From an optimization exercise on the open Yosys and OpenROAD flow, aimed at small area, a short achievable clock period and few clock cycles per item; shortcuts taken in it are not production practice.
Only simulation tests tie the RTL to the original design; equivalence was not proved.
Power is estimated from default activity; no workload was simulated.

**design/flow/design.v**
```verilog
`timescale 1ns / 1ps
package ose_pkg;
    typedef logic [3:0] t_cmd;
    typedef logic [1:0] t_status;
    typedef logic [2:0] t_wr_op;
    typedef logic [2:0] t_sel_op;
    localparam t_cmd CMD_INSERT      = 4'd0;
    localparam t_cmd CMD_REMOVE      = 4'd1;
    localparam t_cmd CMD_EXISTS      = 4'd2;
    localparam t_cmd CMD_MIN         = 4'd3;
    localparam t_cmd CMD_MAX         = 4'd4;
    localparam t_cmd CMD_EXTRACT_MIN = 4'd5;
    localparam t_cmd CMD_EXTRACT_MAX = 4'd6;
    localparam t_cmd CMD_PRED        = 4'd7;
    localparam t_cmd CMD_PRED_REMOVE = 4'd8;
    localparam t_cmd CMD_SUCC        = 4'd9;
    localparam t_cmd CMD_SUCC_REMOVE = 4'd10;
    localparam t_cmd CMD_CLEAR       = 4'd11;
    localparam t_status ST_OK        = 2'd0;
    localparam t_status ST_EMPTY     = 2'd1;
    localparam t_status ST_NOT_FOUND = 2'd2;
    localparam t_status ST_FULL      = 2'd3;
    localparam t_wr_op WR_HOLD    = 3'd0;   
    localparam t_wr_op WR_INSERT  = 3'd1;   
    localparam t_wr_op WR_RM_LT   = 3'd2;   
    localparam t_wr_op WR_RM_LE   = 3'd3;   
    localparam t_wr_op WR_RM_PRED = 3'd4;   
    localparam t_wr_op WR_RM_ALL  = 3'd5;   
    localparam t_sel_op SEL_NONE = 3'd0;
    localparam t_sel_op SEL_MIN  = 3'd1;
    localparam t_sel_op SEL_MAX  = 3'd2;
    localparam t_sel_op SEL_PRED = 3'd3;
    localparam t_sel_op SEL_SUCC = 3'd4;
    typedef struct packed {
        logic    search;   
        t_wr_op  wr_op;
        t_sel_op sel_op;
    } t_cell_ctl;
endpackage
`timescale 1ns / 1ps
module ose_cell #(
    parameter int KEY_WIDTH = 32,
    parameter int CNT_W     = 7,
    parameter int IDX       = 0
) (
    input  logic                 i_clk,
    input  ose_pkg::t_cell_ctl   i_ctl,
    input  logic [KEY_WIDTH-1:0] i_key,
    input  logic [CNT_W-1:0]     i_count,
    input  logic [KEY_WIDTH-1:0] i_prv_key,
    input  logic                 i_prv_lt,
    input  logic                 i_prv_le,
    input  logic [KEY_WIDTH-1:0] i_nxt_key,
    input  logic                 i_nxt_lt,
    input  logic                 i_nxt_occ,
    output logic [KEY_WIDTH-1:0] o_key,
    output logic                 o_lt,
    output logic                 o_le,
    output logic                 o_occ,
    output logic [KEY_WIDTH-1:0] o_pick
);
    logic [KEY_WIDTH-1:0] r_key, n_key;
    logic                 r_lt, r_le;
    logic                 w_occ, w_sel;
    assign w_occ = CNT_W'(IDX) < i_count;
    always_comb begin
        n_key = r_key;
        unique case (i_ctl.wr_op)
            ose_pkg::WR_HOLD:    n_key = r_key;
            ose_pkg::WR_INSERT: begin
                if (!r_lt) begin
                    n_key = i_prv_lt ? i_key : i_prv_key;
                end
            end
            ose_pkg::WR_RM_LT:   if (!r_lt) n_key = i_nxt_key;
            ose_pkg::WR_RM_LE:   if (!r_le) n_key = i_nxt_key;
            ose_pkg::WR_RM_PRED: if (!i_nxt_lt) n_key = i_nxt_key;
            ose_pkg::WR_RM_ALL:  n_key = i_nxt_key;
            default:    n_key = r_key;
        endcase
    end
    always_comb begin
        unique case (i_ctl.sel_op)
            ose_pkg::SEL_NONE: w_sel = 1'b0;
            ose_pkg::SEL_MIN:  w_sel = (IDX == 0);
            ose_pkg::SEL_MAX:  w_sel = w_occ && !i_nxt_occ;
            ose_pkg::SEL_PRED: w_sel = r_lt && !i_nxt_lt;
            ose_pkg::SEL_SUCC: w_sel = w_occ && !r_le && i_prv_le;
            default:  w_sel = 1'b0;
        endcase
    end
    always_ff @(posedge i_clk) begin
        r_key <= n_key;
        if (i_ctl.search) begin
            r_lt <= w_occ && (r_key < i_key);
            r_le <= w_occ && (r_key <= i_key);
        end
    end
    assign o_key  = r_key;
    assign o_lt   = r_lt;
    assign o_le   = r_le;
    assign o_occ  = w_occ;
    assign o_pick = w_sel ? r_key : '0;
endmodule
`timescale 1ns / 1ps
module ordered_set_engine #(
    parameter int CAPACITY  = 32,
    parameter int KEY_WIDTH = 16
) (
    input  logic                             i_clk,
    input  logic                             i_rst_n,
    input  logic                             i_in_valid,
    output logic                             o_in_stall,
    input  ose_pkg::t_cmd                    i_command,
    input  logic [31:0]                      i_key,
    output logic                             o_out_valid,
    input  logic                             i_out_stall,
    output ose_pkg::t_status                 o_status,
    output logic [31:0]                      o_value,
    output logic                             o_hit,
    output logic [$clog2(CAPACITY+1)-1:0]    o_count
);
    localparam int CNT_W = $clog2(CAPACITY + 1);
    logic [KEY_WIDTH-1:0] w_key  [CAPACITY];
    logic [KEY_WIDTH-1:0] w_pick [CAPACITY];
    logic [CAPACITY-1:0]  w_lt, w_le, w_occ;
    logic                 r_busy;
    ose_pkg::t_cmd                 r_cmd;
    logic [KEY_WIDTH-1:0] r_key;
    logic [CNT_W-1:0]     r_count, n_count;
    logic                 r_out_valid;
    ose_pkg::t_status              r_status, n_status;
    logic [31:0]          r_value;
    logic                 r_hit, n_hit;
    logic                 w_accept;
    logic [63:0]          w_key64;
    logic [KEY_WIDTH-1:0] w_key_in, w_cell_key, w_pick_or;
    logic [63:0]          w_pick64;
    ose_pkg::t_cell_ctl            w_ctl;
    logic                 w_empty, w_full, w_found, w_pred_ok, w_succ_ok;
    assign o_in_stall = r_busy || (r_out_valid && i_out_stall);
    assign w_accept   = i_in_valid && !o_in_stall;
    assign w_key64    = 64'(i_key);
    assign w_key_in   = w_key64[KEY_WIDTH-1:0];
    assign w_cell_key = r_busy ? r_key : w_key_in;
    assign w_empty   = (r_count == '0);
    assign w_full    = (r_count == CNT_W'(CAPACITY));
    assign w_found   = |(w_le & ~w_lt);
    assign w_pred_ok = w_lt[0];
    assign w_succ_ok = |(w_occ & ~w_le);
    always_comb begin
        w_ctl.search = w_accept;
        w_ctl.wr_op  = ose_pkg::WR_HOLD;
        w_ctl.sel_op = ose_pkg::SEL_NONE;
        n_status     = ose_pkg::ST_OK;
        n_hit        = 1'b0;
        n_count      = r_count;
        unique case (r_cmd)
            ose_pkg::CMD_INSERT: begin
                if (w_found) begin
                    n_status = ose_pkg::ST_NOT_FOUND;
                end else if (w_full) begin
                    n_status = ose_pkg::ST_FULL;
                end else begin
                    n_hit       = 1'b1;
                    w_ctl.wr_op = ose_pkg::WR_INSERT;
                    n_count     = r_count + CNT_W'(1);
                end
            end
            ose_pkg::CMD_REMOVE, ose_pkg::CMD_EXISTS: begin
                if (w_empty) begin
                    n_status = ose_pkg::ST_EMPTY;
                end else if (w_found) begin
                    n_hit = 1'b1;
                    if (r_cmd == ose_pkg::CMD_REMOVE) begin
                        w_ctl.wr_op = ose_pkg::WR_RM_LT;
                        n_count     = r_count - CNT_W'(1);
                    end
                end else begin
                    n_status = ose_pkg::ST_NOT_FOUND;
                end
            end
            ose_pkg::CMD_MIN, ose_pkg::CMD_EXTRACT_MIN: begin
                if (w_empty) begin
                    n_status = ose_pkg::ST_EMPTY;
                end else begin
                    w_ctl.sel_op = ose_pkg::SEL_MIN;
                    if (r_cmd == ose_pkg::CMD_EXTRACT_MIN) begin
                        w_ctl.wr_op = ose_pkg::WR_RM_ALL;
                        n_count     = r_count - CNT_W'(1);
                    end
                end
            end
            ose_pkg::CMD_MAX, ose_pkg::CMD_EXTRACT_MAX: begin
                if (w_empty) begin
                    n_status = ose_pkg::ST_EMPTY;
                end else begin
                    w_ctl.sel_op = ose_pkg::SEL_MAX;
                    if (r_cmd == ose_pkg::CMD_EXTRACT_MAX) begin
                        n_count = r_count - CNT_W'(1);
                    end
                end
            end
            ose_pkg::CMD_PRED, ose_pkg::CMD_PRED_REMOVE: begin
                if (w_empty) begin
                    n_status = ose_pkg::ST_EMPTY;
                end else if (!w_pred_ok) begin
                    n_status = ose_pkg::ST_NOT_FOUND;
                end else begin
                    w_ctl.sel_op = ose_pkg::SEL_PRED;
                    if (r_cmd == ose_pkg::CMD_PRED_REMOVE) begin
                        w_ctl.wr_op = ose_pkg::WR_RM_PRED;
                        n_count     = r_count - CNT_W'(1);
                    end
                end
            end
            ose_pkg::CMD_SUCC, ose_pkg::CMD_SUCC_REMOVE: begin
                if (w_empty) begin
                    n_status = ose_pkg::ST_EMPTY;
                end else if (!w_succ_ok) begin
                    n_status = ose_pkg::ST_NOT_FOUND;
                end else begin
                    w_ctl.sel_op = ose_pkg::SEL_SUCC;
                    if (r_cmd == ose_pkg::CMD_SUCC_REMOVE) begin
                        w_ctl.wr_op = ose_pkg::WR_RM_LE;
                        n_count     = r_count - CNT_W'(1);
                    end
                end
            end
            ose_pkg::CMD_CLEAR: n_count = '0;
            default: ;   
        endcase
        if (!r_busy) begin
            w_ctl.wr_op  = ose_pkg::WR_HOLD;
            w_ctl.sel_op = ose_pkg::SEL_NONE;
        end
    end
    for (genvar g = 0; g < CAPACITY; g++) begin : g_cell
        logic [KEY_WIDTH-1:0] prv_key, nxt_key;
        logic                 prv_lt, prv_le, nxt_lt, nxt_occ;
        if (g == 0) begin : g_first
            assign prv_key = '0;
            assign prv_lt  = 1'b1;
            assign prv_le  = 1'b1;
        end else begin : g_inner_prv
            assign prv_key = w_key[g-1];
            assign prv_lt  = w_lt[g-1];
            assign prv_le  = w_le[g-1];
        end
        if (g == CAPACITY - 1) begin : g_last
            assign nxt_key = '0;
            assign nxt_lt  = 1'b0;
            assign nxt_occ = 1'b0;
        end else begin : g_inner_nxt
            assign nxt_key = w_key[g+1];
            assign nxt_lt  = w_lt[g+1];
            assign nxt_occ = w_occ[g+1];
        end
        ose_cell #(
            .KEY_WIDTH (KEY_WIDTH),
            .CNT_W     (CNT_W),
            .IDX       (g)
        ) u_cell (
            .i_clk     (i_clk),
            .i_ctl     (w_ctl),
            .i_key     (w_cell_key),
            .i_count   (r_count),
            .i_prv_key (prv_key),
            .i_prv_lt  (prv_lt),
            .i_prv_le  (prv_le),
            .i_nxt_key (nxt_key),
            .i_nxt_lt  (nxt_lt),
            .i_nxt_occ (nxt_occ),
            .o_key     (w_key[g]),
            .o_lt      (w_lt[g]),
            .o_le      (w_le[g]),
            .o_occ     (w_occ[g]),
            .o_pick    (w_pick[g])
        );
    end
    always_comb begin
        w_pick_or = '0;
        for (int i = 0; i < CAPACITY; i++) begin
            w_pick_or = w_pick_or | w_pick[i];
        end
    end
    assign w_pick64 = 64'(w_pick_or);
    always_ff @(posedge i_clk) begin
        if (!i_rst_n) begin
            r_busy      <= 1'b0;
            r_count     <= '0;
            r_out_valid <= 1'b0;
        end else begin
            r_busy <= w_accept;
            if (r_busy) begin
                r_count     <= n_count;
                r_out_valid <= 1'b1;
            end else if (!i_out_stall) begin
                r_out_valid <= 1'b0;
            end
        end
    end
    always_ff @(posedge i_clk) begin
        if (w_accept) begin
            r_cmd <= i_command;
            r_key <= w_key_in;
        end
        if (r_busy) begin
            r_status <= n_status;
            r_value  <= w_pick64[31:0];
            r_hit    <= n_hit;
        end
    end
    assign o_out_valid = r_out_valid;
    assign o_status    = r_status;
    assign o_value     = r_value;
    assign o_hit       = r_hit;
    assign o_count     = r_count;
endmodule
```
**design/flow/constraint.sdc**
```tcl
create_clock -name core_clock -period 12.0 [get_ports {i_clk}]
set_input_delay 2.4000 -clock core_clock [delete_from_list [all_inputs] [get_ports {i_clk}]]
set_output_delay 2.4000 -clock core_clock [all_outputs]
set_load 0.01 [all_outputs]
```
**design/flow/run.sh**
```bash
#!/bin/bash
# synth_recipe.tcl (not shown) runs the flow's synth.tcl, then flattens the netlist and writes it again
# the make line also repeats each setting of config.mk as NAME=value (left out here)
make -C /OpenROAD-flow-scripts/flow DESIGN_CONFIG=/design/flow/config.mk WORK_HOME=/design/flow/orfs CLKGATE_MAP_FILE= SYNTH_SCRIPT=/design/flow/synth_recipe.tcl finish
```
**design/flow/config.mk**
```make
export PLATFORM = sky130hd
export DESIGN_NAME = ordered_set_engine
export DESIGN_NICKNAME = ordered_set_engine
export VERILOG_FILES = /design/flow/design.v
export SDC_FILE = /design/flow/constraint.sdc
export NUM_CORES = 4
export LEC_CHECK = 0
export CAP_MARGIN = 20
export CORE_MARGIN = 2
export CORE_UTILIZATION = 25
export GPL_ROUTABILITY_DRIVEN = 1
export PLACE_DENSITY = 0.35
export SLEW_MARGIN = 20
```
==> flow_summary.ini <==
[floorplanning]
die-area_um2 = 212000
die_x_um = 460
dieHeight_um = 460
row_count = 167
core_area_um2 = 207000
initial_core_util_pct = 25.1
pin_count = 83

[power]
peakVddDrop_mv = 0.114
pwr-share-comb_pct = 18.7
p_per_area_nw_per_um2 = 104
internal-power_uw = 4310
switching_share_pct = 32.2
p_switching_uw = 2050
power.leakage_uw = 0.0222
seqPwrFrac_pct = 39.2
power_frac_clock_pct = 42.1

[yosys]
synth-edff-count = 615
ys.flop_type = edfxtp_1
yosysWarningCount = 35
syn_avg_cell_area_um2 = 9.76
synthCells = 5335
ys_async_sr_fraction_pct = 0
synthDistinctLibCells = 83
synth.cell_area_um2 = 52100
synth_seq_area_share_pct = 35.8
yosys_register_bits = 623

[cts]
clk_pin_slew_ns = 0.06
htreeDepth = 3
clkLatencyLatePin_ns = 0.79
cts-hold-fix-buffers = 0
cts_tree = yes
postCtsSetupBuffers = 0
numCtsBuffers = 88
cts.sinks = 623
cts_resized = 0
cts_root_buffer = clkbuf_16
cts.path.max_buffers = 3

[final_layout]
area_delta_synth_final_pct = 17.8
nNetsFinal = 6101
layout-drive-gt1-share_pct = 13.5
final_common_cell = a21oi_1
final_cell_mix = 617 x a21oi_1, 615 x edfxtp_1, 537 x nor2_1

[critical_path]
crit_type = flop to flop
path_delay_family = compound AO/OA/AOI/OAI gates
crit_required_ns = 12.41
worst-path-buf-inv = 4
cp_slowest_cell = a221oi_1
cpMostUsedCell = buf_4
endpoint_kind = flop
cp-start-kind = flop
crit_path_cell_trace = buf_4, buf_4, or4_4, o211ai_2, buf_4, o2bb2ai_1, or2_1, a221oi_1, nand4_1, a2111oi_1, buf_4, nand4_1
worstPathArrival_ns = 7.34
critPathMaxStageDelay_ns = 1.09
cp_max_fo = 26

[detailed_routing]
postRouteAntennaNets = 0
first_pass_iters = 7
wire_per_inst_um = 54.7
vias_per_cell = 6.49
vias = 54900
drt-initial-drc-count = 9022
wirelength_um = 463000
drc = 0

[placed_design]
place_congestion = 1.08
dp_hpwl_um = 348000
io_buffer_count = 50

[global_route]
grt.overflow.total = 0
grt_usage_pct = 42.5
grt_max_degree = 133
grt_pass1_wl_um = 576000
grt_pass1_vias = 49300
antenna_found_initial = 131

[hold_path]
hold_class = flop to flop

[timing]
fin_tns_setup_ns = 0
slew_violations = 0
fin_crit_sh_pct = 57.7
fmaxAchievable_ghz = 0.144
slew_headroom_pct = 14.3
worst_pin_slew_ns = 1.28
hold_viol_final = 0
clock-skew-final_ns = 0.0348
setup_violations = 0
rsz0062_at_grt = no
whs_ns = 0.573
fin_crit_ns = 6.92

[run_status]
status = timing/DRC/antenna clean

[job]
drv_cap = 0
## stage by stage
step / total power [uW] / cell area (um2) / instances / util [%] / setup WS (ns)
after floorplan: 3140 / 52100 / 5350 / - / 6.45
after global placement: 3670 / 58300 / 8238 / 28.2 / 5.53
after detailed placement: 3680 / 58400 / 8241 / 28.2 / 5.54
after CTS: 6370 / 61100 / 8399 / 29.5 / 5.50
after global routing: 6520 / 61200 / 8410 / 29.5 / 5.30
final: 6360 / 61300 / 8461 / 29.6 / 5.08
## synthesized netlist by cell type, drive strengths merged, types with 23 or more instances
cell type / number / area share (%)
nor4: 23 / 0.28
a211oi: 42 / 0.61
nand3: 103 / 0.99
nand4: 161 / 1.9
o22ai: 48 / 0.58
a2111oi: 34 / 0.58
ha: 516 / 12
a222oi: 58 / 1.1
nand2: 196 / 1.4
nor2b: 111 / 1.3
nor2: 546 / 4.0
a32oi: 26 / 0.44
buf: 102 / 1.6
a21o: 83 / 1.2
inv: 93 / 0.67
a22oi: 166 / 2.4
clkbuf: 309 / 2.2
nor3: 68 / 0.66
a221oi: 92 / 1.5
a22o: 102 / 1.7
a21oi: 630 / 6.1
mux2i: 68 / 1.3
edfxtp: 615 / 35
o21ai: 150 / 1.5
and2: 27 / 0.32
nand2b: 39 / 0.47
o21a: 109 / 1.6
and4: 24 / 0.40
and3: 48 / 0.58
o211ai: 40 / 0.59
o2bb2ai: 26 / 0.44
mux2: 445 / 9.6
## layer usage
metal	GRT usage, %	vias to the layer above	share of wire [%]
li1	-	21500	-
met1	55.2	28500	41
met2	60.5	3869	41
met3	10.8	980	9.6
met4	31.0	30	8.2
met5	0	-	0.042
## cell families (layout without fill, tap and decap cells)
group	count (synthesis)	count (layout)	synth area share (%)
other	1	76	0.00720
xor gates and xnor gates	4	4	0.0673
and+or+nand+nor	1432	1432	13.7
AOI/OAI and AO/OA	1742	1742	22.6
muxes	513	513	10.9
adders and majority gates	516	516	12.4
DFF	623	623	35.8
buffers and inverters	504	767	4.50
## state kept, by name (all words and copies together) (netlist names)
signal / count
r_value: 16
r_status: 2
r_busy: 1
r_cmd: 4
r_out_valid: 1
r_key: 16
r_count: 6
g_cell.u_cell.r_lt: 32
g_cell.u_cell.r_key: 512
r_hit: 1
g_cell.u_cell.r_le: 32
## final timing paths
kind                            slack (ns)  cells past startpoint                                  start                                     to
worst max-delay path                  5.08                     12                r_count[5]$_SDFFE_PN0P_                  r_value[11]$_DFFE_PP_
worst min register to register        0.57                      1  g_cell[26].u_cell.r_key[13]$_DFFE_PP_  g_cell[25].u_cell.r_key[13]$_DFFE_PP_
worst max register to register        5.08                     12                r_count[5]$_SDFFE_PN0P_                  r_value[11]$_DFFE_PP_
worst min-delay path                  0.57                      1  g_cell[26].u_cell.r_key[13]$_DFFE_PP_  g_cell[25].u_cell.r_key[13]$_DFFE_PP_
## area by class of cell
cell class                      count  area [um2]
Inverter                           93         349
Fill cell                       21700      146000
Clock inverter                     46         423
Timing Repair Buffer              516        4070
Tap cell                         2788        3490
Antenna cell                       60         150
Multi-Input combinational cell   4223       31900
Sequential cell                   623       18600
Clock buffer                      112        2330
## power by group through the flow
stage / Clock (uW) / Combinational, uW / Sequential [uW]
2_1_floorplan: 0 / 645 / 2500
3_3_place_gp: 0 / 1130 / 2530
3_5_place_dp: 0 / 1150 / 2530
4_1_cts: 2730 / 1150 / 2490
5_1_grt: 2790 / 1250 / 2490
6_report: 2680 / 1190 / 2490
Testbench counts, summed over its fixed seeds: cycles 24,006, ops 12,000.

==> re-timing with driven ports <==
The results above use ideal ports. As a check the final layout listed here was re-extracted and re-timed, cells and wires unchanged.
Step 1 assumes that a clkbuf_16 drives the clock port and a buf_2 every other input.
Step 2 also shifts input and output timing later by t, the mid clock arrival at the registers, as if the neighbouring blocks saw the same clock.
a / b / c = no drivers / after step 1 / after step 2; a / b = the first two.
t, ns: 0.869
slack for setup (ns): 5.075 / 5.075 / 5.075
hold WS [ns]: 0.573 / 0.573 / 0.573
worst setup path after step 2: register to register
worst register clock-pin slew, ns: 0.08 / 0.08
After both steps setup and hold are still met in this run. The setup slack of this run moves by 0.000 ns with the drivers and by 0.000 ns with both steps.
